Background: an optimization exercise with open tools, aiming at small area, a short achievable clock period and few clock cycles per item. Do not read the settings as production practice. No activity file was given, so power comes from the tool's default toggle rates.

Setup of alpha:
// radio_pairing_slave_fsm_top
module radio_pairing_slave_fsm_top (
	input  logic                                 clk,
	input  logic                                 arst_n,
	input  logic                                 cfg_we,
	input  logic [rpsf_pkg::CFG_IDX_W-1:0]       cfg_index,
	input  logic [rpsf_pkg::ADDR_W-1:0]          cfg_data,
	input  logic                                 poll_valid,
	output logic                                 poll_ready,
	input  logic                                 poll_enable,
	input  logic [rpsf_pkg::TIME_W-1:0]          poll_now_ms,
	input  logic                                 poll_rx_valid,
	input  logic [rpsf_pkg::LEN_W-1:0]           poll_rx_length,
	input  logic [rpsf_pkg::CMD_W-1:0]           poll_rx_command,
	input  logic [rpsf_pkg::WORD_W-1:0]          poll_rx_magic,
	input  logic [rpsf_pkg::ADDR_W-1:0]          poll_rx_granted_address,
	output logic                                 result_valid,
	input  logic                                 result_ready,
	output logic                                 result_send_valid,
	output logic                                 result_send_kind,
	output logic [rpsf_pkg::WORD_W-1:0]          result_send_word,
	output logic [rpsf_pkg::ADDR_W-1:0]          result_send_address,
	output logic [rpsf_pkg::ADDR_W-1:0]          result_link_address,
	output logic                                 result_rx_flush,
	output logic [rpsf_pkg::PHASE_W-1:0]         result_phase,
	output logic [rpsf_pkg::COUNT_W-1:0]         result_verify_count,
	output logic                                 result_finish
);
	logic [rpsf_pkg::ADDR_W-1:0]  default_address_q;
	logic [rpsf_pkg::WORD_W-1:0]  device_id_q;
	logic [rpsf_pkg::WORD_W-1:0]  host_magic_q;
  ...
For scale: ~990 cells after synthesis, roughly 280 flip-flops, roughly 300 I/O pins, about 14000 um2 of cells after synthesis.
==> flow/config.mk <==
export PLATFORM = sky130hd
export DESIGN_NAME = radio_pairing_slave_fsm_top
export DESIGN_NICKNAME = radio_pairing_slave_fsm_top
export VERILOG_FILES = /design/flow/design.v
export SDC_FILE = /design/flow/constraint.sdc
export NUM_CORES = 4
export LEC_CHECK = 0
export CAP_MARGIN = 20
export CORE_MARGIN = 2
export CORE_UTILIZATION = 65
export CTS_CLUSTER_DIAMETER = 100
export CTS_CLUSTER_SIZE = 24
export SETUP_SLACK_MARGIN = 2
export SLEW_MARGIN = 20
==> flow/constraint.sdc <==
create_clock -name core_clock -period 5.5 [get_ports {clk}]
set_input_delay 1.1000 -clock core_clock [delete_from_list [all_inputs] [get_ports {clk}]]
set_output_delay 1.1000 -clock core_clock [all_outputs]
set_load 0.01 [all_outputs]
standard.sh (not shown) runs the stock make flow with config.mk's settings and CLKGATE_MAP_FILE= SYNTH_SCRIPT=/design/flow/synth_recipe.tcl, a recipe that flattens the netlist after the stock synthesis.
==> flow/flow/run.sh <==
#!/bin/bash
# Standard layout, except that the port buffers are the smallest buffer
# (buf_1) instead of the one buffer_ports picks by default.
set -euo pipefail
export BUFFER_PORTS_ARGS="-buffer_cell sky130_fd_sc_hd__buf_1"
bash standard.sh finish > standard_flow.log 2>&1
alpha: done, clean on timing, DRC and antenna
Here is what was changed in the inputs of beta compared with alpha.
- clearing SETUP_SLACK_MARGIN, which used to be 2
beta vs. alpha: number of fill cells in the layout saw an increase, total placed cells including tap cells has remained practically unchanged, post-synthesis compound-gate area fraction level.
Portion of the layout cell area used by clock cells in beta vs alpha: up 0.17 points
The higher number of global-route vias before repair of alpha and beta is in alpha.
Synthesis-to-finish area growth: alpha and beta compared, higher one is alpha
No stage failed in beta, and the final checks on the layout all came back clean.
alpha: all stages complete, timing, DRC and antenna checks passed
Going from alpha to beta, worst-margin pin slew now smaller; relative contribution of the clock network to total power increased 1.0 points.
Relative to beta, the following input files were edited for gamma:
- removing CTS_CLUSTER_DIAMETER (formerly 100)
- changing CORE_UTILIZATION from 65 to 40
- removing CTS_CLUSTER_SIZE (formerly 24)
- setting SETUP_SLACK_MARGIN to 2 for the first time
Notes after the runs:
gamma did not stop at any stage, and its layout met the timing, design-rule and antenna checks. Of beta and gamma, beta shows the lower post-route cell area, with gamma above it. Measured against each other, beta and gamma differ in maximum single-stage delay on the critical path, the higher figure coming from gamma. Delta (gamma minus beta): portion of total power attributed to combinational logic decreased by 3.1 points relative to the old numbers; buffering stage count on the worst path with inverters included increased by 1 relative to the old numbers; layout cell share with drive strength beyond 1 increased by 5.3 points relative to the old numbers.
For delta, these inputs were changed with respect to gamma:
- swapping 2 for 3 in SETUP_SLACK_MARGIN
[summary]
- delta went all the way through synthesis, placement and routing and the layout is clean on timing, DRC and antenna.
- gamma reports its critical path's slowest cell as or4_4 while delta reports or4b_4.
- From gamma to delta the numbers moved as follows: power shows an increase of 5.6%, via count climbed 7.1%.
- [delta vs gamma] number of cells on the critical path: lower in delta
- On number of hold buffers added after CTS, gamma and delta are neck and neck.
No functional check of the RTL was part of any run of this note.

* * *

Another version of the RTL of radio_pairing_slave_fsm_top (not shown whole).
Size in the first run: ~1100 cells after synthesis, ~300 I/O pins, roughly 15000 µm² of cells after synthesis.
export LEC_CHECK = 0
export CAP_MARGIN = 20
export CORE_MARGIN = 2
export CORE_UTILIZATION = 65
export CTS_CLUSTER_DIAMETER = 100
export CTS_CLUSTER_SIZE = 24
export SETUP_SLACK_MARGIN = 2.8
export SLEW_MARGIN = 20
export SYNTH_HIERARCHICAL = 1
create_clock -name core_clock -period 5.5 [get_ports {clk}]
==> flow/flow/run.sh <==
#!/bin/bash
# Standard layout with two changes:
#  - the port buffers are the smallest buffer (buf_1) instead of the one
#    buffer_ports picks by default;
#  - the slow four-input OR/NOR cells (and the 4-stack AOI/OAI) are added to
#    the don't-use list, so synthesis builds wide ORs from faster gates.
set -euo pipefail
export BUFFER_PORTS_ARGS="-buffer_cell sky130_fd_sc_hd__buf_1"
PLATFORM_DONT_USE="sky130_fd_sc_hd__lpflow_bleeder_1 sky130_fd_sc_hd__lpflow_clkbufkapwr_1 sky130_fd_sc_hd__lpflow_clkbufkapwr_16 sky130_fd_sc_hd__lpflow_clkbufkapwr_2 sky130_fd_sc_hd__lpflow_clkbufkapwr_4 sky130_fd_sc_hd__lpflow_clkbufkapwr_8 sky130_fd_sc_hd__lpflow_clkinvkapwr_1 sky130_fd_sc_hd__lpflow_clkinvkapwr_16 sky130_fd_sc_hd__lpflow_clkinvkapwr_2 sky130_fd_sc_hd__lpflow_clkinvkapwr_4 sky130_fd_sc_hd__lpflow_clkinvkapwr_8 sky130_fd_sc_hd__lpflow_decapkapwr_12 sky130_fd_sc_hd__lpflow_decapkapwr_3 sky130_fd_sc_hd__lpflow_decapkapwr_4 sky130_fd_sc_hd__lpflow_decapkapwr_6 sky130_fd_sc_hd__lpflow_decapkapwr_8 sky130_fd_sc_hd__lpflow_inputiso0n_1 sky130_fd_sc_hd__lpflow_inputiso0p_1 sky130_fd_sc_hd__lpflow_inputiso1n_1 sky130_fd_sc_hd__lpflow_inputiso1p_1 sky130_fd_sc_hd__lpflow_inputisolatch_1 sky130_fd_sc_hd__lpflow_isobufsrc_1 sky130_fd_sc_hd__lpflow_isobufsrc_16 sky130_fd_sc_hd__lpflow_isobufsrc_2 sky130_fd_sc_hd__lpflow_isobufsrc_4 sky130_fd_sc_hd__lpflow_isobufsrc_8 sky130_fd_sc_hd__lpflow_isobufsrckapwr_16 sky130_fd_sc_hd__lpflow_lsbuf_lh_hl_isowell_tap_1 sky130_fd_sc_hd__lpflow_lsbuf_lh_hl_isowell_tap_2 sky130_fd_sc_hd__lpflow_lsbuf_lh_hl_isowell_tap_4 sky130_fd_sc_hd__lpflow_lsbuf_lh_isowell_4 sky130_fd_sc_hd__lpflow_lsbuf_lh_isowell_tap_1 sky130_fd_sc_hd__lpflow_lsbuf_lh_isowell_tap_2 sky130_fd_sc_hd__lpflow_lsbuf_lh_isowell_tap_4 sky130_fd_sc_hd__probe_p_8 sky130_fd_sc_hd__probec_p_8 "
EXTRA_DONT_USE="sky130_fd_sc_hd__a2111o_1 sky130_fd_sc_hd__a2111o_2 sky130_fd_sc_hd__a2111o_4 sky130_fd_sc_hd__a2111oi_0 sky130_fd_sc_hd__a2111oi_1 sky130_fd_sc_hd__a2111oi_2 sky130_fd_sc_hd__a2111oi_4 sky130_fd_sc_hd__nor4_1 sky130_fd_sc_hd__nor4_2 sky130_fd_sc_hd__nor4_4 sky130_fd_sc_hd__nor4b_1 sky130_fd_sc_hd__nor4b_2 sky130_fd_sc_hd__nor4b_4 sky130_fd_sc_hd__nor4bb_1 sky130_fd_sc_hd__nor4bb_2 sky130_fd_sc_hd__nor4bb_4 sky130_fd_sc_hd__o2111a_1 sky130_fd_sc_hd__o2111a_2 sky130_fd_sc_hd__o2111a_4 sky130_fd_sc_hd__o2111ai_1 sky130_fd_sc_hd__o2111ai_2 sky130_fd_sc_hd__o2111ai_4 sky130_fd_sc_hd__or4_1 sky130_fd_sc_hd__or4_2 sky130_fd_sc_hd__or4_4 sky130_fd_sc_hd__or4b_1 sky130_fd_sc_hd__or4b_2 sky130_fd_sc_hd__or4b_4 sky130_fd_sc_hd__or4bb_1 sky130_fd_sc_hd__or4bb_2 sky130_fd_sc_hd__or4bb_4"
bash standard.sh DONT_USE_CELLS="$PLATFORM_DONT_USE $EXTRA_DONT_USE" finish > standard_flow.log 2>&1
The first run produced a clean layout.
Change:
- SETUP_SLACK_MARGIN: 2.8 -> 2.5
Global-route usage goes down by 0.91 points.
Worst setup slack degrades by 0.020 ns.
Total power is lower by 1.3%.
Core utilization falls by 2.5 points.
Via count came out lower by 1.7%.
Routed wire length went down by 4.0%.
First-iteration DRC count came out lower by 16%.
No run of this note included a check of the RTL's function; only the layout flow was run.

* * *

Setup of violet:
Another version of the RTL of radio_pairing_slave_fsm_top (not shown whole).
Size: about 1,200 cells after synthesis, about 300 I/O pins, roughly 15,000 sq um of cells after synthesis.
Settings: LEC_CHECK=0, CAP_MARGIN=20, CORE_MARGIN=2, CORE_UTILIZATION=65, CTS_CLUSTER_DIAMETER=100, CTS_CLUSTER_SIZE=30, SETUP_SLACK_MARGIN=2.9, SLEW_MARGIN=20, SYNTH_HIERARCHICAL=1; clock period 5.5 ns.
==> flow/flow/run.sh <==
#!/bin/bash
# Standard layout with two changes:
#  - the port buffers are the smallest buffer (buf_1) instead of the one
#    buffer_ports picks by default;
#  - the slow four-input OR/NOR cells, the three-input OR cells and the
#    4-stack AOI/OAI are added to
#    the don't-use list, so synthesis builds wide ORs from faster gates.
set -euo pipefail
export BUFFER_PORTS_ARGS="-buffer_cell sky130_fd_sc_hd__buf_1"
PLATFORM_DONT_USE="sky130_fd_sc_hd__lpflow_bleeder_1 sky130_fd_sc_hd__lpflow_clkbufkapwr_1 sky130_fd_sc_hd__lpflow_clkbufkapwr_16 sky130_fd_sc_hd__lpflow_clkbufkapwr_2 sky130_fd_sc_hd__lpflow_clkbufkapwr_4 sky130_fd_sc_hd__lpflow_clkbufkapwr_8 sky130_fd_sc_hd__lpflow_clkinvkapwr_1 sky130_fd_sc_hd__lpflow_clkinvkapwr_16 sky130_fd_sc_hd__lpflow_clkinvkapwr_2 sky130_fd_sc_hd__lpflow_clkinvkapwr_4 sky130_fd_sc_hd__lpflow_clkinvkapwr_8 sky130_fd_sc_hd__lpflow_decapkapwr_12 sky130_fd_sc_hd__lpflow_decapkapwr_3 sky130_fd_sc_hd__lpflow_decapkapwr_4 sky130_fd_sc_hd__lpflow_decapkapwr_6 sky130_fd_sc_hd__lpflow_decapkapwr_8 sky130_fd_sc_hd__lpflow_inputiso0n_1 sky130_fd_sc_hd__lpflow_inputiso0p_1 sky130_fd_sc_hd__lpflow_inputiso1n_1 sky130_fd_sc_hd__lpflow_inputiso1p_1 sky130_fd_sc_hd__lpflow_inputisolatch_1 sky130_fd_sc_hd__lpflow_isobufsrc_1 sky130_fd_sc_hd__lpflow_isobufsrc_16 sky130_fd_sc_hd__lpflow_isobufsrc_2 sky130_fd_sc_hd__lpflow_isobufsrc_4 sky130_fd_sc_hd__lpflow_isobufsrc_8 sky130_fd_sc_hd__lpflow_isobufsrckapwr_16 sky130_fd_sc_hd__lpflow_lsbuf_lh_hl_isowell_tap_1 sky130_fd_sc_hd__lpflow_lsbuf_lh_hl_isowell_tap_2 sky130_fd_sc_hd__lpflow_lsbuf_lh_hl_isowell_tap_4 sky130_fd_sc_hd__lpflow_lsbuf_lh_isowell_4 sky130_fd_sc_hd__lpflow_lsbuf_lh_isowell_tap_1 sky130_fd_sc_hd__lpflow_lsbuf_lh_isowell_tap_2 sky130_fd_sc_hd__lpflow_lsbuf_lh_isowell_tap_4 sky130_fd_sc_hd__probe_p_8 sky130_fd_sc_hd__probec_p_8 "
EXTRA_DONT_USE="sky130_fd_sc_hd__a2111o_1 sky130_fd_sc_hd__a2111o_2 sky130_fd_sc_hd__a2111o_4 sky130_fd_sc_hd__a2111oi_0 sky130_fd_sc_hd__a2111oi_1 sky130_fd_sc_hd__a2111oi_2 sky130_fd_sc_hd__a2111oi_4 sky130_fd_sc_hd__nor4_1 sky130_fd_sc_hd__nor4_2 sky130_fd_sc_hd__nor4_4 sky130_fd_sc_hd__nor4b_1 sky130_fd_sc_hd__nor4b_2 sky130_fd_sc_hd__nor4b_4 sky130_fd_sc_hd__nor4bb_1 sky130_fd_sc_hd__nor4bb_2 sky130_fd_sc_hd__nor4bb_4 sky130_fd_sc_hd__o2111a_1 sky130_fd_sc_hd__o2111a_2 sky130_fd_sc_hd__o2111a_4 sky130_fd_sc_hd__o2111ai_1 sky130_fd_sc_hd__o2111ai_2 sky130_fd_sc_hd__o2111ai_4 sky130_fd_sc_hd__or4_1 sky130_fd_sc_hd__or4_2 sky130_fd_sc_hd__or4_4 sky130_fd_sc_hd__or4b_1 sky130_fd_sc_hd__or4b_2 sky130_fd_sc_hd__or4b_4 sky130_fd_sc_hd__or4bb_1 sky130_fd_sc_hd__or4bb_2 sky130_fd_sc_hd__or4bb_4 sky130_fd_sc_hd__or3_1 sky130_fd_sc_hd__or3_2 sky130_fd_sc_hd__or3_4 sky130_fd_sc_hd__or3b_1 sky130_fd_sc_hd__or3b_2 sky130_fd_sc_hd__or3b_4"
bash standard.sh DONT_USE_CELLS="$PLATFORM_DONT_USE $EXTRA_DONT_USE" finish > standard_flow.log 2>&1
Here is what was changed in the inputs of quartz compared with violet.
--- a/flow/config.mk
+++ b/flow/config.mk
@@ -12,3 +12,3 @@
 export CTS_CLUSTER_SIZE = 30
-export SETUP_SLACK_MARGIN = 2.9
+export SETUP_SLACK_MARGIN = 2.8
 export SLEW_MARGIN = 20
==> comparison <==
- Diff violet..quartz | net count after synthesis | negligible
- Routed wire length: quartz better than violet
- The run with more setup slack is quartz; violet has less.
- Comparing quartz and violet, power share of the combinational group is lower on quartz.
- Cell area improves in quartz relative to violet.
Function was not checked in any run of this note: the RTL went through the layout flow alone.

afterwards: timing with drivers on the ports:
The results above use ideal ports. As a check the final layouts listed here were re-extracted and re-timed, cells and wires unchanged. Step 1 assumes that a clkbuf_16 drives the clock port and a buf_2 every other input. Step 2 times the ports against the registers' clock, not the clock port: input delays grow and output delays shrink by t, the midpoint of the rising clock arrivals with the driver on. Three values: ideal, step 1, step 2; two values: the first two.
run	shift t [ns]	setup WS [ns]	hold slack, ns
alpha	0.528	1.827 / 1.827 / 1.541	0.542 / 0.542 / 0.542
beta	0.532	1.217 / 1.217 / 1.217	0.545 / 0.545 / 0.545
gamma	0.597	1.887 / 1.887 / 1.509	0.543 / 0.543 / 0.543
delta	0.613	1.877 / 1.877 / 1.557	0.544 / 0.544 / 0.544
the first run of note 2	0.548	2.536 / 2.536 / 2.059	0.527 / 0.527 / 0.527
the second run of note 2	0.542	2.516 / 2.523 / 1.992	0.535 / 0.535 / 0.535
violet	0.552	2.712 / 2.663 / 2.264	0.537 / 0.537 / 0.537
quartz	0.544	2.776 / 2.768 / 2.223	0.532 / 0.532 / 0.532
After both steps setup and hold are still met in every run listed. For quartz, which loses most, drivers alone change the setup slack by -0.008 ns; drivers and shift together by -0.553 ns.
